Context: an optimization exercise on an open-source flow, tuned for small area and few clock cycles per item. The choices shown serve that exercise and are no tape-out recipe.
Where RTL was checked, it was by simulation tests only, not by an equivalence proof against the original.
Only the layout flow was run in run 1; the RTL was not checked for function there.

## flow/design.v (module list and top-level ports; edited modules follow where they fit)
// module rcm_cell: 2322 lines
// module rcm_clamp: 13 lines
// module rgba_color_matrix_core: 82 lines
module rgba_color_matrix_core #(
	parameter int COEF_WIDTH     = 12,
	parameter int COEF_FRAC_BITS = 8
) (
	input  logic                            clk,
	input  logic                            arst_n,
	input  logic                            in_valid,
	output logic                            in_ready,
	input  logic [rcm_pkg::CHAN_W-1:0]      in_red,
	input  logic [rcm_pkg::CHAN_W-1:0]      in_green,
	input  logic [rcm_pkg::CHAN_W-1:0]      in_blue,
	input  logic [rcm_pkg::CHAN_W-1:0]      in_alpha,
	output logic                            out_valid,
	input  logic                            out_ready,
	output logic [rcm_pkg::CHAN_W-1:0]      out_red,
	output logic [rcm_pkg::CHAN_W-1:0]      out_green,
	output logic [rcm_pkg::CHAN_W-1:0]      out_blue,
	output logic [rcm_pkg::CHAN_W-1:0]      out_alpha,
	input  logic                            cfg_valid,
	output logic                            cfg_ready,
	input  logic [rcm_pkg::CFG_IDX_W-1:0]   cfg_index,
	input  logic [rcm_pkg::CFG_DATA_W-1:0]  cfg_data
);
  // ...
==> flow/run.sh <==
#!/bin/bash
# synth_recipe.tcl (not shown) runs the flow's synth.tcl, then flattens the netlist and writes it again
# the make line also repeats each setting of config.mk as NAME=value (left out here)
make -C /OpenROAD-flow-scripts/flow DESIGN_CONFIG=/design/flow/config.mk WORK_HOME=/design/flow/orfs CLKGATE_MAP_FILE= SYNTH_SCRIPT=/design/flow/synth_recipe.tcl finish
==> flow/config.mk <==
export PLATFORM = sky130hd
export DESIGN_NAME = rgba_color_matrix_core
export DESIGN_NICKNAME = rgba_color_matrix_core
export VERILOG_FILES = /design/flow/design.v
export SDC_FILE = /design/flow/constraint.sdc
export NUM_CORES = 4
export LEC_CHECK = 0
export CAP_MARGIN = 20
export CORE_MARGIN = 2
export CORE_UTILIZATION = 40
export SLEW_MARGIN = 20
==> flow/constraint.sdc <==
create_clock -name core_clock -period 8.0 [get_ports {clk}]
set_input_delay 1.6000 -clock core_clock [delete_from_list [all_inputs] [get_ports {clk}]]
set_output_delay 1.6000 -clock core_clock [all_outputs]
set_load 0.01 [all_outputs]
==> results.py, run 1 <==
metrics = {
    "status": {
        "outcome": "finished clean",
    },
    "die": {
        "start_util": 0.401,
        "coreArea_sq_mm": 0.147,
        "dieWidth_um": 388,
    },
    "sta": {
        "worst_pin_slew_ps": 1250,
        "grt_setup_unrepaired": "yes",
        "finalCritPeriodShare": 0.976,
    },
    "synth": {
        "synth-simple-area-share": 0.150,
        "synth_flop_cell": "dfrtp_1",
        "synth_nets": 7685,
        "syn_area_per_cell_sq_um": 9.92,
        "synth.area.top_cells": "fa_1 (50%), dfrtp_1 (10%), inv_1 (10%)",
        "yosysUniqueCellTypes": 73,
        "seq_area_frac_synth": 0.135,
    },
    "setup_path": {
        "rrSetupSlack_ps": 190,
        "path_cells": "buf_6 > and2_1 > fa_1 > inv_1 > fa_2 > fa_1 > inv_1 > fa_1 > fa_1 > inv_1 > fa_1 > inv_1 > fa_1 > fa_1 > ha_4 > a21o_1 > a22o_1 > a221o_1 > or3_1 > o21a_1 > or4_4 > a211oi_4 > buf_12 > a41oi_2",
        "cp_max_fo": 8,
        "critPathRequiredTime_ps": 8390,
        "r2r_cells": 24,
    },
    "finish": {
        "top_register": "row_q",
        "final_cell_area_sq_mm": 0.0661,
        "final_cell_mix": "inv_1 (1581), fa_1 (1452), and2_1 (863), nand2_1 (742), dfrtp_1 (237)",
        "n_all_buffers": 387,
        "layout.cells.non_filler": 8125,
    },
    "detailed_routing": {
        "drt_wl_total_mm": 191,
        "ant_nets": 0,
        "remaining_drc_errors": 0,
        "drtPass1Iterations": 5,
        "wl_met2_mm": 86.3,
        "first_iter_violations": 3170,
    },
    "min_path": {
        "holdPathEnd": "valid_q",
    },
    "grt": {
        "grt.met1_usage": 0.330,
        "grt_pass1_wl_mm": 287,
        "globalRoute.totalOverflow": 0,
    },
    "cts": {
        "holdBufCountCts": 0,
        "cts_setup_buffers": 1,
    },
}
==> module rgba_color_matrix_core, before the edit <==
module rgba_color_matrix_core #(
	parameter int COEF_WIDTH     = 12,
	parameter int COEF_FRAC_BITS = 8
) (
	input  logic                            clk,
	input  logic                            arst_n,
	input  logic                            in_valid,
	output logic                            in_ready,
	input  logic [rcm_pkg::CHAN_W-1:0]      in_red,
	input  logic [rcm_pkg::CHAN_W-1:0]      in_green,
	input  logic [rcm_pkg::CHAN_W-1:0]      in_blue,
	input  logic [rcm_pkg::CHAN_W-1:0]      in_alpha,
	output logic                            out_valid,
	input  logic                            out_ready,
	output logic [rcm_pkg::CHAN_W-1:0]      out_red,
	output logic [rcm_pkg::CHAN_W-1:0]      out_green,
	output logic [rcm_pkg::CHAN_W-1:0]      out_blue,
	output logic [rcm_pkg::CHAN_W-1:0]      out_alpha,
	input  logic                            cfg_valid,
	output logic                            cfg_ready,
	input  logic [rcm_pkg::CFG_IDX_W-1:0]   cfg_index,
	input  logic [rcm_pkg::CFG_DATA_W-1:0]  cfg_data
);
	localparam int ROWS  = rcm_pkg::ROWS;
	localparam logic [COEF_WIDTH-1:0] ONE_COEF = COEF_WIDTH'(64'd1 << COEF_FRAC_BITS);
	logic [ROWS-1:0][rcm_pkg::REG_W-1:0] row_q;
	logic [ROWS-1:0][22:0]               sum;
	logic [ROWS-1:0][7:0]                chan_next;
	logic [ROWS-1:0][7:0]                chan_q;
	logic                                valid_q;
	logic                                take;
	logic [31:0]                         pix_q;
	logic                                pix_valid_q;
	logic                                pix_ready;
	assign cfg_ready = 1'b1;
	always_ff @(posedge clk or negedge arst_n) begin
		if (!arst_n) begin
			for (int r = 0; r < ROWS; r++)
				row_q[r] <= rcm_pkg::REG_W'(ONE_COEF) << (COEF_WIDTH * r);
		end else if (cfg_valid) begin
			case (cfg_index)
				rcm_pkg::CFG_RED_ROW:   row_q[0] <= cfg_data[rcm_pkg::REG_W-1:0];
				rcm_pkg::CFG_GREEN_ROW: row_q[1] <= cfg_data[rcm_pkg::REG_W-1:0];
				rcm_pkg::CFG_BLUE_ROW:  row_q[2] <= cfg_data[rcm_pkg::REG_W-1:0];
				rcm_pkg::CFG_ALPHA_ROW: row_q[3] <= cfg_data[rcm_pkg::REG_W-1:0];
				default: ;
			endcase
		end
	end
	for (genvar r = 0; r < ROWS; r++) begin : g_row
		rcm_cell u_cell (.c(row_q[r]), .x(pix_q), .s(sum[r]));
		rcm_clamp u_clamp (.s(sum[r]), .y(chan_next[r]));
	end
	assign in_ready  = !pix_valid_q || pix_ready;
	always_ff @(posedge clk or negedge arst_n) begin
		if (!arst_n)
			pix_valid_q <= 1'b0;
		else if (in_ready)
			pix_valid_q <= in_valid;
	end
	always_ff @(posedge clk) begin
		if (in_valid && in_ready)
			pix_q <= {in_red, in_green, in_blue, in_alpha};
	end
	assign pix_ready = !valid_q || out_ready;
	assign take      = pix_valid_q && pix_ready;
	always_ff @(posedge clk or negedge arst_n) begin
		if (!arst_n)
			valid_q <= 1'b0;
		else if (pix_ready)
			valid_q <= pix_valid_q;
	end
	always_ff @(posedge clk) begin
		if (take)
			chan_q <= chan_next;
	end
	assign out_valid = valid_q;
	assign out_red   = chan_q[0];
	assign out_green = chan_q[1];
	assign out_blue  = chan_q[2];
	assign out_alpha = chan_q[3];
endmodule
==> inputs of run 2 (changes only) <==
--- a/flow/design.v
+++ b/flow/design.v
@@ -2407,4 +2407,4 @@
 			pix_valid_q <= 1'b0;
-		else if (in_ready)
-			pix_valid_q <= in_valid;
+		else
+			pix_valid_q <= in_valid || (pix_valid_q && !pix_ready);
 	end
@@ -2419,4 +2419,4 @@
 			valid_q <= 1'b0;
-		else if (pix_ready)
-			valid_q <= pix_valid_q;
+		else
+			valid_q <= pix_valid_q || (valid_q && !out_ready);
 	end
==> flow/flow/run.sh (new file) <==
#!/bin/bash
# Layout flow: the standard flow, except that Yosys's synth fine step runs
# without its quick abc pass (-noabc), so that extract_fa meets the adder
# tree's xor/majority logic as the RTL writes it and maps it to full adders
# without inverters around them. Everything else (the later abc mapping, the
# flip-flop mapping, flattening, renaming, floorplan to finish) is standard.
set -euo pipefail
cd "$(dirname "$0")/.."
{
  echo 'proc synth {args} { if {[lsearch -glob $args "fine:*"] >= 0} { yosys synth -nofsm -noshare -noabc {*}$args } else { yosys synth -nofsm -noshare {*}$args } }'
  tail -n +2 synth_recipe.tcl
} > flow_synth.tcl
head -1 synth_recipe.tcl | grep -q '^proc synth' || { echo "unexpected synth_recipe.tcl" >&2; exit 1; }
sed "s|SYNTH_SCRIPT=[^ ]*|SYNTH_SCRIPT=$PWD/flow_synth.tcl|" standard.sh > flow_standard.sh
grep -q "SYNTH_SCRIPT=$PWD/flow_synth.tcl" flow_standard.sh || { echo "could not set SYNTH_SCRIPT" >&2; exit 1; }
bash flow_standard.sh "$@" > flow_make.log 2>&1 || { tail -50 flow_make.log; exit 1; }
tail -5 flow_make.log
==> flow/standard.sh (new file) <==
#!/bin/bash
# synth_recipe.tcl (not shown) runs the flow's synth.tcl, then flattens the netlist and writes it again
# the make line also repeats each setting of config.mk as NAME=value (left out here)
make -C /OpenROAD-flow-scripts/flow DESIGN_CONFIG=/design/flow/config.mk WORK_HOME=/design/flow/orfs CLKGATE_MAP_FILE= SYNTH_SCRIPT=/design/flow/synth_recipe.tcl "${@:-finish}"
removed: flow/run.sh
==> run 2 against run 1 <==
Compared with the run above:
- still clean on timing, DRC and antenna
- die area fell by 5.8%
- clock skew rose by 1.5 ps
- fmax rose by 0.69%
- clock-buffer cell count fell by 5
- non-clock buffer count fell by 87
- routed wire length fell by 4.8%
- critical path type unchanged
- critical endpoint is now chan_q[5]
==> results.py, run 2 <==
metrics = {
    "status": {
        "outcome": "finished clean",
    },
    "synth": {
        "synthCells": 4713,
        "ys.warnings.count": 2,
        "seq_area_frac_synth": 0.143,
        "ys_ff_latch": 306,
        "netlist_area_sq_mm": 0.0557,
        "yosysMostFrequentCell": "fa_1",
        "synth_nets": 6437,
        "async_flop_share": 0.791,
        "yosysUniqueCellTypes": 68,
        "synth.area.top_cells": "fa_1 (53%), and2_1 (15%), dfrtp_1 (11%)",
        "synth_edf_count": 64,
        "synth_top_area_share": 0.526,
        "synth_top_cells_by_count": "fa_1 (1464), and2_1 (1327), inv_1 (406)",
        "syn_area_per_cell_sq_um": 11.8,
        "synth_flop_cell": "dfrtp_1",
        "synth.largest_area_cell": "fa_1",
    },
    "sta": {
        "max_freq_mhz": 129,
        "fin_tns_setup_ps": 0,
        "clock_skew_ps": 23.1,
        "worst_pin_slew_ps": 1110,
        "timing.slew.headroom": 0.258,
        "setup_viol": 0,
        "hold_viol": 0,
        "finalCriticalPeriod_ps": 7760,
        "grt_setup_unrepaired": "no",
        "finalCritPeriodShare": 0.969,
        "slew_viol_final": 0,
    },
    "die": {
        "dieArea_sq_mm": 0.142,
        "start_util": 0.404,
        "floorplan.rows": 136,
        "io-pin-count": 139,
        "dieWidth_um": 377,
        "coreArea_sq_mm": 0.138,
        "die_h_um": 377,
    },
    "setup_path": {
        "arrival_ps": 8140,
        "cp-end-kind": "flop",
        "critPathRequiredTime_ps": 8380,
        "critPathLaunchType": "flop",
        "rrSetupSlack_ps": 240,
        "cp_max_fo": 24,
        "path_class": "flop to flop",
    },
    "cts": {
        "numCtsBuffers": 38,
        "tritoncts": "done",
        "clkSinkCount": 306,
        "clkTransAtPathRegs_ps": 70,
        "clk-insertion-delay-late_ps": 640,
        "holdBufCountCts": 0,
        "cts-root-buf": "clkbuf_16",
        "cts_buffer_depth": 3,
        "htree_levels": 2,
    },
    "detailed_routing": {
        "drt_wl_total_mm": 182,
        "ant_nets": 0,
        "vias_per_cell": 5.44,
        "remaining_drc_errors": 0,
        "drtPass1Iterations": 5,
        "first_iter_violations": 3045,
        "wl_per_cell_um": 27.3,
        "dr_total_vias": 36321,
    },
    "min_path": {
        "hold_path_class": "flop to flop",
    },
    "finish": {
        "drive_gt1_frac": 0.0969,
        "final_common_cell": "fa_1",
        "largest_reg_flops": 240,
        "largestRegisters": "row_q (240), chan_q (32), pix_q (32)",
        "final_cell_mix": "fa_1 (1464), and2_1 (1325), inv_1 (406), nand2_1 (268), dfrtp_1 (238)",
        "top_register": "row_q",
        "area_delta_synth_final_pct": 10.5,
        "final_nets": 6566,
    },
    "job": {
        "max_cap_viol_count": 0,
    },
    "grt": {
        "grt_pass1_wl_mm": 270,
        "first_global_vias": 40461,
        "grtUsageTotal": 0.266,
        "globalRoute.totalOverflow": 0,
        "grt_max_degree": 127,
        "antenna_found_initial": 28,
    },
    "place": {
        "place.gp.congestion": 0.906,
        "place_hpwl_mm": 144,
        "portBuffers": 133,
    },
}
[run 2: changes by cell type in the layout (fill, tap and decap cells not counted), moves of 12 or more]
| cell | change |
|---|---|
| a31oi_1 | +15 |
| nand2_1 | -474 |
| a21oi_1 | -15 |
| o21a_1 | -13 |
| inv_1 | -1175 |
| buf_4 | -68 |
| fa_2 | -12 |
| fa_1 | +12 |
| and2_1 | +462 |
| buf_6 | -12 |
[run 2: layer usage]
layer / vias up / track usage / share of wire
met5: - / 0 / 0.00073
met4: 20 / 0.107 / 0.046
met3: 325 / 0.0772 / 0.10
met2: 1553 / 0.416 / 0.46
met1: 19677 / 0.347 / 0.39
li1: 14746 / - / -
[run 2: cells by family after synthesis]
logic type,after synthesis,synth area share
adders and majority gates,1620,0.561
xor gates and xnor gates,38,0.00598
and+or+nand+nor,1697,0.178
AOI/OAI and AO/OA,217,0.0262
buffers and inverters,617,0.0417
muxes,217,0.0438
DFF,306,0.143
other,1,0.0000673
[run 2: metrics by stage]
stage | worst slack (ps) | cells | util | hold WS (ps) | cell area [sq um]
2_1_floorplan | 417 | 4713 | - | 449 | 55700
4_1_cts | 166 | 6664 | 0.446 | 499 | 61500
5_1_grt | 30.1 | 6668 | 0.446 | 507 | 61500
6_report | 244 | 6676 | 0.446 | 493 | 61500
3_3_place_gp | 290 | 6594 | 0.436 | 458 | 60200
3_5_place_dp | 201 | 6594 | 0.436 | 488 | 60200
[run 2: worst paths after layout]
| kind | from | end | cells past startpoint |
|---|---|---|---|
| worst max-delay path | pix_q[26] | chan_q[5] | 21 |
| worst min-delay path | pix_valid_q | valid_q | 1 |
| worst min register to register | pix_valid_q | valid_q | 1 |
| worst max register to register | pix_q[26] | chan_q[5] | 21 |
| min in group asynchronous | arst_n | row_q[167] | 1 |
| max in group asynchronous | arst_n | row_q[149] | 2 |
[run 2: what timing repair did]
action | in CTS | in global routing
endpoints found under the setup margin | 0 | 24
gates resized for setup | 0 | 4
buffers inserted | 0 | 2
[run 2: layout make-up]
class / count / area, sq um
clock buffers: 46 / 1040
flip-flops and latches: 306 / 7980
repair buffers: 300 / 3020
clock inverters: 24 / 269
inverters: 406 / 1520
well taps: 1794 / 2240
fillers: 12747 / 76300
multi-input cells: 3790 / 45400
diodes: 10 / 25.0
[run 2: worst max-delay path, stage by stage (launching register included)]
cell       delay [ps]
edfxtp_1          430
buf_12            190
and2_1            200
fa_1              550
inv_1              60
fa_1              580
fa_1              480
fa_1              520
fa_1              520
fa_1              580
fa_1              450
fa_1              490
ha_1              340
and4_1            220
and4_1            250
o211ai_1          120
a21oi_2           110
o41ai_4           340
mux2_2            410
a2111oi_4         310
buf_4             220
a21oi_1            80
Testbench counts of run 2, summed over its fixed seeds: cycles 8,384, items 8,192.

-- what the ideal ports hide --
The results above use ideal ports. As a check the final layouts listed here were re-extracted and re-timed, cells and wires unchanged. Step 1 assumes that a clkbuf_16 drives the clock port and a buf_2 every other input. Step 2 adds t to the input delays and takes it off the output delays; t is the mean of the earliest and latest rising clock arrival at the registers after step 1. Input paths then give back, and output paths get back, about the clock's delay inside the block. Three values: ideal, step 1, step 2; two values: the first two.
| run | t (ns) | slack for setup (ns) | hold slack, ns | worst data-port slew with drivers (ns) | pins driven straight from the clock port |
|---|---|---|---|---|---|
| run 1 | 0.722 | 0.191 / 0.191 / 0.191 | 0.481 / 0.481 / 0.481 | 0.09 | 1 |
| run 2 | 0.706 | 0.244 / 0.244 / 0.244 | 0.493 / 0.493 / 0.493 | 0.09 | 1 |
After both steps setup and hold are still met in every run listed.
